From an optimization exercise on the open Yosys and OpenROAD flow, aimed at small area; shortcuts taken in it are not production practice. Only simulation tests tie the RTL to the original design; equivalence was not proved. The flow treats the clock pin as an ideal source. Dropping or thinning the clock tree relies on that and would not hold on a real chip. Power and IR drop assume default switching activity.

==> flow/design.v <==
`default_nettype none
package armPkg;
    localparam int DATA_W = 32;
endpackage
`default_nettype wire
`timescale 1ns/1ns
`default_nettype none
module armMulticycle (
    input  logic        clk,
    input  logic        reset,
    input  logic [31:0] readData,
    output logic [31:0] adr,
    output logic [31:0] writeData,
    output logic        memWrite
);
    logic [4:0] ph;
    logic       first;
    logic       w1;
    logic       ph0, ph31;
    assign ph0  = (ph == 5'd0);
    assign ph31 = (ph == 5'd31);
    logic [31:0] rf [0:14];
    logic [31:0] adrr;
    logic [31:0] wd;
    logic [31:0] ir;
    logic [31:0] instr;
    logic        irLoad;
    logic ldI, ldIn, ldW, ldWn;
    assign irLoad = ldI;
    assign instr  = ({32{ldI}} & readData) | ({32{ldIn}} & ir);
    logic [3:0] cond, cmd, rn, rd, rm, rb;
    logic [1:0] cls;
    logic       isDp, isMem, isBr, immBit, sBit, lBit, rd15;
    logic       isAnd, isOrr, isSub, isCmp, isAdd4;
    assign cond   = readData[31:28];
    assign cls    = instr[27:26];
    assign immBit = instr[25];
    assign cmd    = instr[24:21];
    assign sBit   = instr[20];
    assign lBit   = instr[20];
    assign rn     = instr[19:16];
    assign rd     = instr[15:12];
    assign rm     = instr[3:0];
    assign rd15   = (rd == 4'd15);
    assign isDp   = (cls == 2'b00);
    assign isMem  = (cls == 2'b01);
    assign isBr   = (cls == 2'b10);
    assign isAnd  = isDp & (cmd == 4'b0000);
    assign isOrr  = isDp & (cmd == 4'b1100);
    assign isCmp  = (cmd == 4'b1010);
    assign isSub  = isDp & ((cmd == 4'b0010) | isCmp);
    assign isAdd4 = (cmd == 4'b0100);
    logic fn, fz, fc, fv;
    logic pass;
    logic passNow;
    logic passReg;
    assign pass = irLoad ? passNow : passReg;
    always_comb begin
        case (cond)
            4'd0:  passNow = fz;
            4'd1:  passNow = ~fz;
            4'd2:  passNow = fc;
            4'd3:  passNow = ~fc;
            4'd4:  passNow = fn;
            4'd5:  passNow = ~fn;
            4'd6:  passNow = fv;
            4'd7:  passNow = ~fv;
            4'd8:  passNow = fc & ~fz;
            4'd9:  passNow = ~fc | fz;
            4'd10: passNow = (fn == fv);
            4'd11: passNow = (fn != fv);
            4'd12: passNow = ~fz & (fn == fv);
            4'd13: passNow = fz | (fn != fv);
            default: passNow = 1'b1;
        endcase
    end
    logic c4, c8;
    logic c4in, c8in;
    logic k4;
    logic pcTap, s4, s8, m4;
    assign pcTap = adrr[0];
    assign k4    = (ph == 5'd2);
    assign c4in  = ~ph0 & c4;
    assign c8in  = ~ph0 & c8;
    assign s4    = pcTap ^ k4 ^ c4in;
    assign s8    = s4 ^ k4 ^ c8in;
    assign m4    = wd[0] ^ k4 ^ c8in;
    logic [14:0] tap;
    logic        portA, portB;
    for (genvar g = 0; g < 15; g++) begin : gTap
        assign tap[g] = rf[g][0];
    end
    assign rb    = isMem ? rd : rm;
    assign portA = (isBr | (rn == 4'd15)) ? s8 : tap[rn];
    assign portB = (rb == 4'd15) ? s8 : tap[rb];
    logic       dStream;
    logic       bd1, bd2;
    logic [4:0] j;
    logic       immDp, immMem, immBr, immS;
    assign dStream = ph0 ? readData[0] : wd[0];
    assign immMem  = (ph < 5'd12) & dStream;
    assign immBr   = (ph >= 5'd2) & bd2;
    assign j       = ph + {instr[11:8], 1'b0};
    assign immDp   = (j[4:3] == 2'b00) & instr[j[2:0]];
    always_comb begin
        case (cls)
            2'b00:   immS = immDp;
            2'b01:   immS = immMem;
            default: immS = immBr;
        endcase
    end
    logic opB, bx, cin, cout, sum, res;
    logic cy, zacc;
    assign opB  = (isDp & ~immBit) ? portB : immS;
    assign bx   = opB ^ isSub;
    assign cin  = ph0 ? isSub : cy;
    assign sum  = portA ^ bx ^ cin;
    assign cout = (portA & bx) | (portA & cin) | (bx & cin);
    assign res  = isAnd ? (portA & opB) : (isOrr ? (portA | opB) : sum);
    logic run0;
    logic doW1;
    logic pcNext, adrIn;
    logic we;
    logic wbit;
    assign run0   = ~first & ~w1;
    assign doW1   = pass & ~(lBit & rd15);
    assign pcNext = (isBr & pass) ? res : s4;
    always_comb begin
        if (first) begin
            adrIn = 1'b0;
        end else if (w1) begin
            adrIn = (~lBit & rd15) ? m4 : portB;
        end else if (isMem & doW1) begin
            adrIn = res;
        end else begin
            adrIn = pcNext;
        end
    end
    assign we   = w1 ? 1'b1 : (run0 & pass & (isDp ? ~isCmp : isMem));
    assign wbit = w1 ? (lBit ? dStream : wd[0]) : (isMem ? s4 : res);
    always_ff @(posedge clk) begin
        for (int i = 0; i < 15; i++) begin
            rf[i] <= {(we && rd == i[3:0]) ? wbit : rf[i][0], rf[i][31:1]};
        end
        wd      <= {portB, ({31{ldW}} & readData[31:1]) | ({31{ldWn}} & wd[31:1])};
        ldI     <= ph31 & ~(run0 & isMem & doW1);
        ldIn    <= ~(ph31 & ~(run0 & isMem & doW1));
        ldW     <= ph31 & ~(run0 & isMem & ~lBit & pass);
        ldWn    <= ~(ph31 & ~(run0 & isMem & ~lBit & pass));
        ir      <= instr;
        passReg <= pass;
        bd1     <= dStream;
        if (ph < 5'd25 || ph == 5'd31) begin
            bd2 <= bd1;
        end
        c4      <= (pcTap & k4) | (pcTap & c4in) | (k4 & c4in);
        if (w1) begin
            c8 <= ~wd[0] & (k4 | c8in);
        end else begin
            c8 <= (s4 & k4) | (s4 & c8in) | (k4 & c8in);
        end
        cy      <= cout;
        zacc    <= (~ph0 & zacc) | res;
    end
    logic flagWe;
    assign flagWe = run0 & ph31 & isDp & pass & (sBit | isCmp);
    always_ff @(posedge clk or posedge reset) begin
        if (reset) begin
            ph       <= 5'd31;
            first    <= 1'b1;
            adrr     <= 32'd0;
            w1       <= 1'b0;
            memWrite <= 1'b0;
            fn       <= 1'b0;
            fz       <= 1'b0;
            fc       <= 1'b0;
            fv       <= 1'b0;
        end else begin
            ph       <= ph + 5'd1;
            first    <= 1'b0;
            adrr     <= {adrIn, adrr[31:1]};
            memWrite <= run0 & ph31 & isMem & ~lBit & pass;
            if (ph31 && !first) begin
                w1 <= run0 & isMem & doW1;
            end
            if (flagWe) begin
                fn <= res;
                fz <= ~(zacc | res);
                if (isAdd4 | isSub) begin
                    fc <= cout;
                    fv <= cin ^ cout;
                end
            end
        end
    end
    assign adr       = adrr;
    assign writeData = wd;
endmodule
`default_nettype wire
clock: 8.0 ns
lec_check: 0
abc_area: 1
cap_margin: 20
core_margin: 2
core_utilization: 70
place_density: 0.8
slew_margin: 20
standard.sh (not shown) runs the stock make flow with config.mk's settings and CLKGATE_MAP_FILE= SYNTH_SCRIPT=/design/flow/synth_recipe.tcl, a recipe that flattens the netlist after the stock synthesis.
==> flow/flow/run.sh <==
#!/bin/bash
# ORFS layout with an area-oriented ABC mapping script, light port buffers
# and a two-level clock tree of its own (flow/cts.tcl in place of ORFS's
# cts.tcl). Each tool's output goes to a log in this folder.
set -euo pipefail
W=$PWD
rm -rf "$W/orfs_scripts"
cp -r "$FLOW_HOME/scripts" "$W/orfs_scripts"
cp "$W/flow/abc_area.script" "$W/orfs_scripts/abc_area.script"
cp "$W/flow/cts.tcl" "$W/orfs_scripts/cts.tcl"
export BUFFER_PORTS_ARGS="-buffer_cell sky130_fd_sc_hd__buf_1"
bash standard.sh SCRIPTS_DIR="$W/orfs_scripts" synth > "$W/synth.log" 2>&1
bash standard.sh SCRIPTS_DIR="$W/orfs_scripts" > "$W/orfs_flow.log" 2>&1
==> flow/flow/cts.tcl <==
# Clock tree stage: a two-level tree built directly instead of TritonCTS.
# The flip-flops are split into compact groups of at most CTS_GROUP_SIZE
# (columns by x, then rows by y); each group gets one leaf clock buffer at
# its centre, and one root buffer drives all the leaves from the clock port.
# Then the usual post-CTS legalisation and timing repair.
utl::set_metrics_stage "cts__{}"
source $::env(SCRIPTS_DIR)/load.tcl
erase_non_stage_variables cts
load_design 3_place.odb 3_place.sdc
source_step_tcl PRE CTS

set_dont_use $::env(DONT_USE_CELLS)

set group_size 36
if { [info exists ::env(CTS_GROUP_SIZE)] } {
  set group_size $::env(CTS_GROUP_SIZE)
}
set buf_name sky130_fd_sc_hd__clkbuf_16

set db [ord::get_db]
set block [ord::get_db_block]
set master [$db findMaster $buf_name]
set clk_port [lindex [$block getBTerms] 0]
foreach bt [$block getBTerms] {
  if { [$bt getName] == "clk" } { set clk_port $bt }
}
set clk_net [$clk_port getNet]

# Sinks: every clock pin on the clock net
set sinks {}
foreach it [$clk_net getITerms] {
  set inst [$it getInst]
  set bb [$inst getBBox]
  set x [expr { ([$bb xMin] + [$bb xMax]) / 2 }]
  set y [expr { ([$bb yMin] + [$bb yMax]) / 2 }]
  lappend sinks [list $x $y $it]
}
set n [llength $sinks]
set k [expr { ($n + $group_size - 1) / $group_size }]
set cols [expr { int(sqrt($k) + 0.5) }]
if { $cols < 1 } { set cols 1 }
puts "Clock tree: $n sinks, $k groups in $cols columns"

# Groups per column, as even as possible
set per_col {}
for { set c 0 } { $c < $cols } { incr c } {
  lappend per_col [expr { $k / $cols + ($c < $k % $cols ? 1 : 0) }]
}

set by_x [lsort -integer -index 0 $sinks]
set groups {}
set start 0
for { set c 0 } { $c < $cols } { incr c } {
  set kc [lindex $per_col $c]
  # sinks in this column, proportional to its number of groups
  if { $c == $cols - 1 } {
    set cnt [expr { $n - $start }]
  } else {
    set cnt [expr { ($n * $kc + $k - 1) / $k }]
    if { $start + $cnt > $n } { set cnt [expr { $n - $start }] }
  }
  set col [lsort -integer -index 1 [lrange $by_x $start [expr { $start + $cnt - 1 }]]]
  set start [expr { $start + $cnt }]
  set s 0
  for { set g 0 } { $g < $kc } { incr g } {
    set m [expr { ($cnt - $s) / ($kc - $g) + (($cnt - $s) % ($kc - $g) ? 1 : 0) }]
    lappend groups [lrange $col $s [expr { $s + $m - 1 }]]
    set s [expr { $s + $m }]
  }
}

# Root buffer at the centre of the sinks, driven by the clock port
set sx 0
set sy 0
foreach s $sinks {
  set sx [expr { $sx + [lindex $s 0] }]
  set sy [expr { $sy + [lindex $s 1] }]
}
set root [odb::dbInst_create $block [$db findMaster sky130_fd_sc_hd__clkbuf_8] "clkbuf_root"]
$root setLocation [expr { $sx / $n }] [expr { $sy / $n }]
$root setPlacementStatus PLACED
set root_net [odb::dbNet_create $block "clknet_root"]
$root_net setSigType CLOCK
[$root findITerm A] connect $clk_net
[$root findITerm X] connect $root_net

set i 0
foreach grp $groups {
  if { [llength $grp] == 0 } { continue }
  set gx 0
  set gy 0
  foreach s $grp {
    set gx [expr { $gx + [lindex $s 0] }]
    set gy [expr { $gy + [lindex $s 1] }]
  }
  set gn [llength $grp]
  set leaf [odb::dbInst_create $block $master "clkbuf_leaf_$i"]
  $leaf setLocation [expr { $gx / $gn }] [expr { $gy / $gn }]
  $leaf setPlacementStatus PLACED
  set leaf_net [odb::dbNet_create $block "clknet_leaf_$i"]
  $leaf_net setSigType CLOCK
  [$leaf findITerm A] connect $root_net
  [$leaf findITerm X] connect $leaf_net
  foreach s $grp {
    set it [lindex $s 2]
    $it disconnect
    $it connect $leaf_net
  }
  incr i
}
puts "Clock tree: $i leaf buffers"

set_propagated_clock [all_clocks]

set_placement_padding -global \
  -left $::env(CELL_PAD_IN_SITES_DETAIL_PLACEMENT) \
  -right $::env(CELL_PAD_IN_SITES_DETAIL_PLACEMENT)
detailed_placement
estimate_parasitics -placement

repair_timing_helper
detailed_placement
check_placement -verbose

report_metrics 4 "cts final"

source_step_tcl POST CTS

orfs_write_db $::env(RESULTS_DIR)/4_1_cts.odb
orfs_write_sdc $::env(RESULTS_DIR)/4_cts.sdc
Other scripts of this flow, unchanged in this note and not shown: flow/flow/abc_area.script
Then changed:
--- a/flow/flow/cts.tcl
+++ b/flow/flow/cts.tcl
@@ -14 +14 @@
-set group_size 36
+set group_size 31
@@ -79 +79 @@
-set root [odb::dbInst_create $block [$db findMaster sky130_fd_sc_hd__clkbuf_8] "clkbuf_root"]
+set root [odb::dbInst_create $block $master "clkbuf_root"]
Settings changed: CORE_UTILIZATION 70 to 40, PLACE_DENSITY 0.8 to not set.
Result: The changed run produced a clean layout. Worst setup slack gets worse by 0.11 ns. Via count shrinks by 0.99%. Core utilization came out lower by 31 points. Global-route usage falls by 9.5 points.
Then changed:
--- a/flow/flow/cts.tcl
+++ b/flow/flow/cts.tcl
@@ -14 +14 @@
-set group_size 31
+set group_size 36
@@ -79 +79 @@
-set root [odb::dbInst_create $block $master "clkbuf_root"]
+set root [odb::dbInst_create $block [$db findMaster sky130_fd_sc_hd__clkbuf_8] "clkbuf_root"]
Settings changed: CORE_UTILIZATION 40 to 75, PLACE_DENSITY set to 0.85.
Result: The new run passed the timing, DRC and antenna checks. Global-route usage went up by 13 points. Final area drops by a few percent. Wire length goes up by about a fifth. Setup slack degrades by 0.052 ns. Total power came out lower slightly. Synthesized area does not change. Cell count went down by about a fifth. Via count grows by a few percent. Worst hold slack improved by 0.0099 ns.
Then changed:
Settings changed: CORE_UTILIZATION 75 to 85, PLACE_DENSITY 0.85 to 0.9.
Effect:
- This time the run failed in 3_5_place_dp
- synthesized cell count is unchanged
- area after synthesis stays the same
The clock cells of the first, second and third runs of this note come from the design's own scripts or RTL, not from TritonCTS.

[re-timing with driven ports]
Ports are ideal in the flow. The routed layouts listed here were re-timed in OpenROAD. Step 1: set_driving_cell puts a clkbuf_16 on clk and a buf_2 on each other input, an assumption about the parent block. Step 2 also shifts input and output timing later by t, the mid clock arrival at the registers, as if the neighbouring blocks saw the same clock. a / b / c = no drivers / after step 1 / after step 2; a / b = the first two.
run	t (ns)	setup WS [ns]	latest minus earliest clock arrival (ns)	worst slew at a driven data input, ns	cell pins on the clock port's net
the first run	0.680	1.877 / 1.893 / 1.212	0.015 / 0.015	0.05	1
the second run	0.572	1.763 / 1.784 / 1.212	0.016 / 0.016	0.04	1
the third run	0.676	1.712 / 1.725 / 1.049	0.016 / 0.016	0.05	1
After both steps setup and hold are still met in every run listed. The setup slack of the first run, which loses most, moves by +0.016 ns with the drivers and by -0.665 ns with both steps.
